From an optimization exercise on the open Yosys and OpenROAD flow, aimed at small area, a short achievable clock period and few clock cycles per item; shortcuts taken in it are not production practice.
Power is estimated from default activity; no workload was simulated.

==> 07-08: inputs <==
==> flow/design.v <==
package rsa_pkg;
  localparam int PW_DEF  = 16;
  localparam int NW_DEF  = 2 * PW_DEF;
  localparam int DIV_LAT = NW_DEF;
endpackage
import rsa_pkg::*;
module rsa_seq_div
#(
  parameter int W = rsa_pkg::DIV_LAT
) (
  input  logic         clk,
  input  logic         rst,
  input  logic         start,
  input  logic [W-1:0] dividend,
  input  logic [W-1:0] divisor,
  output logic [W-1:0] quot,
  output logic [W-1:0] rem,
  output logic         done
);
  localparam int CW = $clog2(W + 1);
  logic [W-1:0]  rem_q, quo_q, dsr_q;
  logic [CW-1:0] cnt;
  logic          active;
  logic [W-1:0]  src_rem, src_quo, src_dsr, nxt_rem, nxt_quo;
  logic [W:0]    trial;
  logic          qbit;
  always_comb begin
    src_rem = start ? '0       : rem_q;
    src_quo = start ? dividend : quo_q;
    src_dsr = start ? divisor  : dsr_q;
    trial   = {src_rem, src_quo[W-1]};
    if (trial >= {1'b0, src_dsr}) begin
      nxt_rem = W'(trial - {1'b0, src_dsr});
      qbit    = 1'b1;
    end else begin
      nxt_rem = trial[W-1:0];
      qbit    = 1'b0;
    end
    nxt_quo = {src_quo[W-2:0], qbit};
  end
  always_ff @(posedge clk) begin
    if (rst) begin
      active <= 1'b0;
      done   <= 1'b0;
      cnt    <= '0;
    end else begin
      done <= 1'b0;
      if (start) begin
        active <= 1'b1;
        cnt    <= CW'(1);
      end else if (active) begin
        cnt <= cnt + CW'(1);
        if (cnt == CW'(W - 1)) begin
          active <= 1'b0;
          done   <= 1'b1;
        end
      end
    end
  end
  always_ff @(posedge clk) begin
    if (start || active) begin
      rem_q <= nxt_rem;
      quo_q <= nxt_quo;
    end
    if (start) dsr_q <= divisor;
  end
  assign quot = quo_q;
  assign rem  = rem_q;
endmodule
module rsa_key_setup
#(
  parameter int PW = rsa_pkg::PW_DEF
) (
  input  logic            clk,
  input  logic            rst,
  input  logic            start,
  input  logic [PW-1:0]   p,
  input  logic [PW-1:0]   q,
  input  logic [2*PW-1:0] ext_e,
  output logic            busy,
  output logic            done,
  output logic [2*PW-1:0] n,
  output logic [2*PW-1:0] e_o,
  output logic [2*PW-1:0] d,
  output logic            invalid
);
  localparam logic [1:0] S_IDLE = 2'd0, S_MUL = 2'd1, S_CHK = 2'd2,
                         S_GCD  = 2'd3;
  logic [1:0]  st;
  logic [3:0]  cnt;
  logic        borrow, case2, pqbad, first, ltf;
  logic [31:0] phr;           
  logic [32:0] a, t;
  logic [32:0] ca1, ct1, ct2;
  logic        ca2s;          
  logic [32:0] ca2;
  assign ca2 = {ca2s, d};
  logic in_mul, in_gcd;
  assign in_mul = (st == S_MUL);
  assign in_gcd = (st == S_GCD);
  logic        a_neg, t_neg, op_sub, vb, swap;
  logic [33:0] va_sum;
  logic [34:0] va_r;
  logic [32:0] t_next;
  always_comb begin
    a_neg  = a[32];
    t_neg  = t[32];
    op_sub = in_gcd & (a_neg == t_neg);
    vb     = in_mul ? (t[0] ^ borrow) : t[0];
    va_r   = {t[32], t, 1'b1} + {(op_sub ? ~{a[32], a} : {a[32], a}), op_sub};
    va_sum = va_r[34:1];
    t_next = vb ? va_sum[33:1] : {t[32], t[32:1]};
    swap   = vb & (va_sum[33] != t_neg);
  end
  function automatic logic [34:0] add3(input logic [34:0] x,
                                       input logic [34:0] y, input logic en_y, input logic neg_y,
                                       input logic [34:0] z, input logic en_z, input logic neg_z);
    logic [34:0] yy, zz, sv, cv;
    logic [35:0] r;
    yy = en_y ? (neg_y ? ~y : y) : 35'd0;
    zz = en_z ? (neg_z ? ~z : z) : 35'd0;
    sv = x ^ yy ^ zz;
    cv = {(x[33:0] & yy[33:0]) | (x[33:0] & zz[33:0]) | (yy[33:0] & zz[33:0]), en_y & neg_y};
    r  = {sv, 1'b1} + {cv, en_z & neg_z};
    add3 = r[35:1];
  endfunction
  logic        t_zero, odd, par, sigma, y1en, fix_neg;
  logic        y2en, y2neg, z2en, z2neg;
  logic [34:0] m1, m2, s1, s2;
  always_comb begin
    t_zero = (t == 33'd0);
    odd    = t[0];
    m1     = {3'b000, e_o};
    m2     = {3'b111, phr};
    par    = case2 ? (ct2[0] ^ (odd & ca2[0])) : (ct1[0] ^ (odd & ca1[0]));
    sigma  = case2 ? ct2[32] : ~ct1[32];
    y1en = in_mul ? ct1[0] : (in_gcd & odd);
    s1   = add3({{2{ct1[32]}}, ct1}, {{2{ca1[32]}}, ca1}, y1en, op_sub,
                m1, in_gcd & par, sigma);
    fix_neg = ca2s ^ a_neg;
    if (t_zero) begin
      y2en = 1'b1;    y2neg = a_neg;
      z2en = fix_neg; z2neg = 1'b1;
    end else begin
      y2en = odd;     y2neg = op_sub;
      z2en = par;     z2neg = sigma;
    end
    s2 = add3({{2{ct2[32]}}, ct2}, {{2{ca2[32]}}, ca2}, y2en, y2neg,
              m2, z2en, z2neg);
  end
  logic a_unit;
  assign a_unit = (a == 33'd1) || (a == {33{1'b1}});
  always_ff @(posedge clk) begin
    if (rst) begin
      st      <= S_IDLE;
      busy    <= 1'b0;
      done    <= 1'b0;
      invalid <= 1'b0;
      n       <= '0;
      e_o     <= '0;
      d       <= '0;
    end else begin
      done <= 1'b0;
      case (st)
        S_IDLE: begin
          busy <= 1'b0;
          if (start && !busy) begin
            busy   <= 1'b1;
            e_o    <= ext_e;
            a      <= {1'b1, ~(p - 16'd2), 16'd0};
            t      <= {17'd0, q};
            ct1    <= {17'd0, q};
            ca1    <= {1'b0, p, 16'd0};
            borrow <= 1'b1;
            pqbad  <= (p < 16'd2) || (q < 16'd2) || (p == q);
            cnt    <= '0;
            st     <= S_MUL;
          end
        end
        S_MUL: begin
          ct1    <= s1[34:1];
          t      <= t_next;
          borrow <= borrow & ~t[0];
          cnt    <= cnt + 4'd1;
          if (cnt == 4'd15) st <= S_CHK;
        end
        S_CHK: begin
          n   <= ct1[31:0];
          phr <= t[31:0];
          if (pqbad || (e_o < 32'd2) || (!e_o[0] && !t[0])) begin
            done    <= 1'b1;
            invalid <= 1'b1;
            d       <= '0;
            st      <= S_IDLE;
          end else begin
            case2 <= ~e_o[0];
            first <= 1'b1;
            if (e_o[0]) begin
              a    <= {1'b0, e_o};
              ca1  <= '0;
              ct1  <= {33{1'b1}};
              ca2s <= 1'b0;
              d    <= 32'd1;
              ct2  <= '0;
            end else begin
              a    <= t;
              t    <= {1'b0, e_o};
              ca1  <= {33{1'b1}};
              ct1  <= '0;
              ca2s <= 1'b0;
              d    <= 32'd0;
              ct2  <= 33'd1;
            end
            st <= S_GCD;
          end
        end
        S_GCD: begin
          first <= 1'b0;
          if (first) ltf <= va_sum[33];
          if (t_zero) begin
            done <= 1'b1;
            st   <= S_IDLE;
            if (ltf && a_unit) begin
              invalid <= 1'b0;
              d       <= s2[31:0];
            end else begin
              invalid <= 1'b1;
              d       <= '0;
            end
          end else begin
            t   <= t_next;
            ct1 <= s1[34:1];
            ct2 <= s2[34:1];
            if (swap) begin
              a    <= t;
              ca1  <= ct1;
              ca2s <= ct2[32];
              d    <= ct2[31:0];
            end
          end
        end
        default: st <= S_IDLE;
      endcase
    end
  end
endmodule
==> flow/run.sh <==
#!/bin/bash
# synth_recipe.tcl (not shown) runs the flow's synth.tcl, then flattens the netlist and writes it again
# the make line also repeats each setting of config.mk as NAME=value (left out here)
make -C /OpenROAD-flow-scripts/flow DESIGN_CONFIG=/design/flow/config.mk WORK_HOME=/design/flow/orfs CLKGATE_MAP_FILE= SYNTH_SCRIPT=/design/flow/synth_recipe.tcl finish
==> flow/config.mk <==
export PLATFORM = sky130hd
export DESIGN_NAME = rsa_key_setup
export DESIGN_NICKNAME = rsa_key_setup
export VERILOG_FILES = /design/flow/design.v
export SDC_FILE = /design/flow/constraint.sdc
export NUM_CORES = 4
export LEC_CHECK = 0
export ABC_CLOCK_PERIOD_IN_PS = 2500
export CAP_MARGIN = 20
export CORE_MARGIN = 2
export CORE_UTILIZATION = 40
export SETUP_SLACK_MARGIN = 5
export SLEW_MARGIN = 20
==> flow/constraint.sdc <==
create_clock -name core_clock -period 10.0 [get_ports {clk}]
set_input_delay 2.0000 -clock core_clock [delete_from_list [all_inputs] [get_ports {clk}]]
set_output_delay 2.0000 -clock core_clock [all_outputs]
set_load 0.01 [all_outputs]
==> 04-22 (differences from 07-08) <==
--- a/flow/design.v
+++ b/flow/design.v
@@ -87,7 +87,7 @@
   localparam logic [1:0] S_IDLE = 2'd0, S_MUL = 2'd1, S_CHK = 2'd2,
                          S_GCD  = 2'd3;
   logic [1:0]  st;
-  logic [3:0]  cnt;
+  logic [2:0]  cnt;
   logic        borrow, case2, pqbad, first, ltf;
   logic [31:0] phr;           
   logic [32:0] a, t;
@@ -98,55 +98,87 @@
   logic in_mul, in_gcd;
   assign in_mul = (st == S_MUL);
   assign in_gcd = (st == S_GCD);
-  logic        a_neg, t_neg, op_sub, vb, swap;
+  logic        a_neg, t_neg, op_sub, swap;
+  logic [34:0] va_r;
   logic [33:0] va_sum;
-  logic [34:0] va_r;
   logic [32:0] t_next;
   always_comb begin
     a_neg  = a[32];
     t_neg  = t[32];
-    op_sub = in_gcd & (a_neg == t_neg);
-    vb     = in_mul ? (t[0] ^ borrow) : t[0];
+    op_sub = (a_neg == t_neg);
     va_r   = {t[32], t, 1'b1} + {(op_sub ? ~{a[32], a} : {a[32], a}), op_sub};
     va_sum = va_r[34:1];
-    t_next = vb ? va_sum[33:1] : {t[32], t[32:1]};
-    swap   = vb & (va_sum[33] != t_neg);
-  end
-  function automatic logic [34:0] add3(input logic [34:0] x,
-                                       input logic [34:0] y, input logic en_y, input logic neg_y,
-                                       input logic [34:0] z, input logic en_z, input logic neg_z);
-    logic [34:0] yy, zz, sv, cv;
-    logic [35:0] r;
-    yy = en_y ? (neg_y ? ~y : y) : 35'd0;
-    zz = en_z ? (neg_z ? ~z : z) : 35'd0;
-    sv = x ^ yy ^ zz;
-    cv = {(x[33:0] & yy[33:0]) | (x[33:0] & zz[33:0]) | (yy[33:0] & zz[33:0]), en_y & neg_y};
-    r  = {sv, 1'b1} + {cv, en_z & neg_z};
-    add3 = r[35:1];
+    if (t[0]) t_next = va_sum[1] ? va_sum[33:1] : {va_sum[33], va_sum[33:2]};
+    else      t_next = t[1] ? {t[32], t[32:1]} : {{2{t[32]}}, t[32:2]};
+    swap   = t[0] & (va_sum[33] != t_neg);
+  end
+  function automatic logic [35:0] add4(input logic [35:0] x,
+                                       input logic [35:0] y, input logic en_y, input logic neg_y,
+                                       input logic [35:0] z, input logic en_z, input logic neg_z,
+                                       input logic en_w, input logic neg_w);
+    logic [35:0] yy, zz, ww, s1v, c1v, s2v, c2v;
+    logic [36:0] r;
+    yy  = en_y ? (neg_y ? ~y : y) : 36'd0;
+    zz  = en_z ? (neg_z ? ~z : z) : 36'd0;
+    ww  = en_w ? (neg_w ? {~z[34:0], 1'b1} : {z[34:0], 1'b0}) : 36'd0;
+    s1v = x ^ yy ^ zz;
+    c1v = {(x[34:0] & yy[34:0]) | (x[34:0] & zz[34:0]) | (yy[34:0] & zz[34:0]), en_y & neg_y};
+    s2v = s1v ^ c1v ^ ww;
+    c2v = {(s1v[34:0] & c1v[34:0]) | (s1v[34:0] & ww[34:0]) | (c1v[34:0] & ww[34:0]), en_z & neg_z};
+    r   = {s2v, 1'b1} + {c2v, en_w & neg_w};
+    add4 = r[36:1];
   endfunction
-  logic        t_zero, odd, par, sigma, y1en, fix_neg;
-  logic        y2en, y2neg, z2en, z2neg;
-  logic [34:0] m1, m2, s1, s2;
+  logic        t_zero, odd, par, par2, sigma, dbl, sh2, fix_neg, c0, c1;
+  logic        y1en, y1neg, z1en, z1neg, w1en, w1neg;
+  logic        y2en, y2neg, z2en, z2neg, w2en, w2neg;
+  logic [35:0] m1, m2, s1, s2;
+  logic [2:0]  lo;
   always_comb begin
     t_zero = (t == 33'd0);
     odd    = t[0];
-    m1     = {3'b000, e_o};
-    m2     = {3'b111, phr};
+    m1     = {4'b0000, e_o};
+    m2     = {4'b1111, phr};
     par    = case2 ? (ct2[0] ^ (odd & ca2[0])) : (ct1[0] ^ (odd & ca1[0]));
     sigma  = case2 ? ct2[32] : ~ct1[32];
-    y1en = in_mul ? ct1[0] : (in_gcd & odd);
-    s1   = add3({{2{ct1[32]}}, ct1}, {{2{ca1[32]}}, ca1}, y1en, op_sub,
-                m1, in_gcd & par, sigma);
+    dbl    = in_gcd & (odd ? ~va_sum[1] : ~t[1]);
+    sh2    = in_mul | dbl;
+    if (case2)
+      lo = {1'b0, ct2[1:0]} + {1'b0, (odd ? (op_sub ? ~ca2[1:0] : ca2[1:0]) : 2'b00)}
+         + {1'b0, (par ? (sigma ? ~phr[1:0] : phr[1:0]) : 2'b00)}
+         + {2'b00, odd & op_sub} + {2'b00, par & sigma};
+    else
+      lo = {1'b0, ct1[1:0]} + {1'b0, (odd ? (op_sub ? ~ca1[1:0] : ca1[1:0]) : 2'b00)}
+         + {1'b0, (par ? (sigma ? ~e_o[1:0] : e_o[1:0]) : 2'b00)}
+         + {2'b00, odd & op_sub} + {2'b00, par & sigma};
+    par2 = lo[1];
+    c0 = ct2[0] ^ borrow;
+    c1 = ct2[1] ^ (borrow & ~ct2[0]);
     fix_neg = ca2s ^ a_neg;
-    if (t_zero) begin
-      y2en = 1'b1;    y2neg = a_neg;
-      z2en = fix_neg; z2neg = 1'b1;
-    end else begin
-      y2en = odd;     y2neg = op_sub;
-      z2en = par;     z2neg = sigma;
-    end
-    s2 = add3({{2{ct2[32]}}, ct2}, {{2{ca2[32]}}, ca2}, y2en, y2neg,
-              m2, z2en, z2neg);
+    if (in_mul) begin
+      y1en = ct1[0];  y1neg = 1'b0;
+      z1en = 1'b0;    z1neg = 1'b0;
+      w1en = ct1[1];  w1neg = 1'b0;
+      y2en = c0;      y2neg = 1'b0;
+      z2en = 1'b0;    z2neg = 1'b0;
+      w2en = c1;      w2neg = 1'b0;
+    end else begin
+      y1en = odd;        y1neg = op_sub;
+      z1en = par;        z1neg = sigma;
+      w1en = dbl & par2; w1neg = sigma;
+      if (t_zero) begin
+        y2en = 1'b1;    y2neg = a_neg;
+        z2en = fix_neg; z2neg = 1'b1;
+        w2en = 1'b0;    w2neg = 1'b0;
+      end else begin
+        y2en = odd;        y2neg = op_sub;
+        z2en = par;        z2neg = sigma;
+        w2en = dbl & par2; w2neg = sigma;
+      end
+    end
+    s1 = add4({{3{ct1[32]}}, ct1}, {{3{ca1[32]}}, ca1}, y1en, y1neg,
+              m1, z1en, z1neg, w1en, w1neg);
+    s2 = add4({{3{ct2[32]}}, ct2}, {{3{ca2[32]}}, ca2}, y2en, y2neg,
+              m2, z2en, z2neg, w2en, w2neg);
   end
   logic a_unit;
   assign a_unit = (a == 33'd1) || (a == {33{1'b1}});
@@ -166,11 +198,14 @@
           busy <= 1'b0;
           if (start && !busy) begin
             busy   <= 1'b1;
-            e_o    <= ext_e;
-            a      <= {1'b1, ~(p - 16'd2), 16'd0};
-            t      <= {17'd0, q};
+            a      <= {1'b0, ext_e};
+            e_o    <= {p, 16'd0};
             ct1    <= {17'd0, q};
             ca1    <= {1'b0, p, 16'd0};
+            ct2    <= {17'd0, q};
+            ca2s   <= 1'b1;
+            d      <= {~(p - 16'd2), 16'd0};
+            phr    <= {~(p - 16'd2), 16'd0};
             borrow <= 1'b1;
             pqbad  <= (p < 16'd2) || (q < 16'd2) || (p == q);
             cnt    <= '0;
@@ -178,33 +213,34 @@
           end
         end
         S_MUL: begin
-          ct1    <= s1[34:1];
-          t      <= t_next;
-          borrow <= borrow & ~t[0];
-          cnt    <= cnt + 4'd1;
-          if (cnt == 4'd15) st <= S_CHK;
+          ct1    <= s1[34:2];
+          ct2    <= s2[34:2];
+          borrow <= borrow & ~ct2[0] & ~ct2[1];
+          cnt    <= cnt + 3'd1;
+          if (cnt == 3'd7) st <= S_CHK;
         end
         S_CHK: begin
           n   <= ct1[31:0];
-          phr <= t[31:0];
-          if (pqbad || (e_o < 32'd2) || (!e_o[0] && !t[0])) begin
+          phr <= ct2[31:0];
+          e_o <= a[31:0];
+          if (pqbad || (a[31:1] == 31'd0) || (!a[0] && !ct2[0])) begin
             done    <= 1'b1;
             invalid <= 1'b1;
             d       <= '0;
             st      <= S_IDLE;
           end else begin
-            case2 <= ~e_o[0];
+            case2 <= ~a[0];
             first <= 1'b1;
-            if (e_o[0]) begin
-              a    <= {1'b0, e_o};
+            if (a[0]) begin
+              t    <= ct2;
               ca1  <= '0;
               ct1  <= {33{1'b1}};
               ca2s <= 1'b0;
               d    <= 32'd1;
               ct2  <= '0;
             end else begin
-              a    <= t;
-              t    <= {1'b0, e_o};
+              a    <= ct2;
+              t    <= a;
               ca1  <= {33{1'b1}};
               ct1  <= '0;
               ca2s <= 1'b0;
@@ -229,8 +265,8 @@
             end
           end else begin
             t   <= t_next;
-            ct1 <= s1[34:1];
-            ct2 <= s2[34:1];
+            ct1 <= sh2 ? s1[34:2] : s1[33:1];
+            ct2 <= sh2 ? s2[34:2] : s2[33:1];
             if (swap) begin
               a    <= t;
               ca1  <= ct1;
==> 11-19 (differences from 07-08) <==
- ABC_CLOCK_PERIOD_IN_PS: 2500 -> default
- SETUP_SLACK_MARGIN: 5 -> default
==> summary of the runs <==
Fmax, lowest first: 11-19, 04-22, 07-08.
Synthesized area is the same in 11-19 and 07-08.
Total power: 11-19 < 07-08 < 04-22.
In 04-22 the via count is larger than in 11-19, by about 40%.
Of 07-08 and 04-22, 04-22 has the higher synthesized cell count (gap about 20%, measured against 04-22).
Critical path depth: 07-08 < 11-19 < 04-22.
Cell count: 11-19 is smaller than 04-22 (21%).
In 04-22 the count of clock-buffer cells in the layout is higher than in 07-08, by 2.
==> figures <==
                                                                       07-08           04-22           11-19
Routed WL per cell                                              22.6 microns    27.0 microns    21.8 microns
Total combinational power                                            1280 uW         5430 uW         1100 uW
Maximum number of pins on one net before global-route repair              83              85              83
Num sequential                                                           308             307             308
Part of the cycle the worst path needs                                 0.513           0.695           0.699
Number of rows in the core area                                           85              93              85
Highest metal layer with signal wires                                   met5            met5            met4
Actual slew at the worst max-slew pin                               0.976 ns         1.24 ns         1.07 ns
Placed Cells                                                            3205            3895            3207
Net switching power                                                  1460 uW         3830 uW         1410 uW
Met1 GRT Util                                                          0.357           0.408           0.344
RSZ-0062 raised after global routing                                     yes             yes              no
Multiplexer share of the synthesized area                             0.0103          0.0256          0.0103
Final Skew                                                         0.0275 ns       0.0290 ns       0.0269 ns
Result of the run                                             finished clean  finished clean  finished clean
Sw Ratio                                                               0.343           0.441           0.336
Gate power share                                                       0.300           0.625           0.262
No run of this note included a check of the RTL's function; only the layout flow was run.

port drivers added, routing unchanged:
The results above use ideal ports. As a check the final layouts listed here were re-extracted and re-timed, cells and wires unchanged.
Step 1: set_driving_cell puts a clkbuf_16 on clk and a buf_2 on each other input, an assumption about the parent block.
Step 2 also shifts input and output timing later by t, the mid clock arrival at the registers, as if the neighbouring blocks saw the same clock.
a / b / c = no drivers / after step 1 / after step 2; a / b = the first two.
run	t, ns	setup WS [ns]	hold slack, ns	worst setup path after step 2	worst data-port slew with drivers (ns)
07-08	0.611	4.871 / 4.871 / 4.776	0.455 / 0.455 / 0.455	input to register	0.05
04-22	0.646	3.048 / 3.048 / 3.048	0.450 / 0.450 / 0.450	register to register	0.05
11-19	0.615	3.013 / 3.013 / 3.013	0.452 / 0.452 / 0.452	register to register	0.05
After both steps every run listed still meets setup and hold. The setup slack of 07-08, which loses most, moves by 0.000 ns with the drivers and by -0.095 ns with both steps.
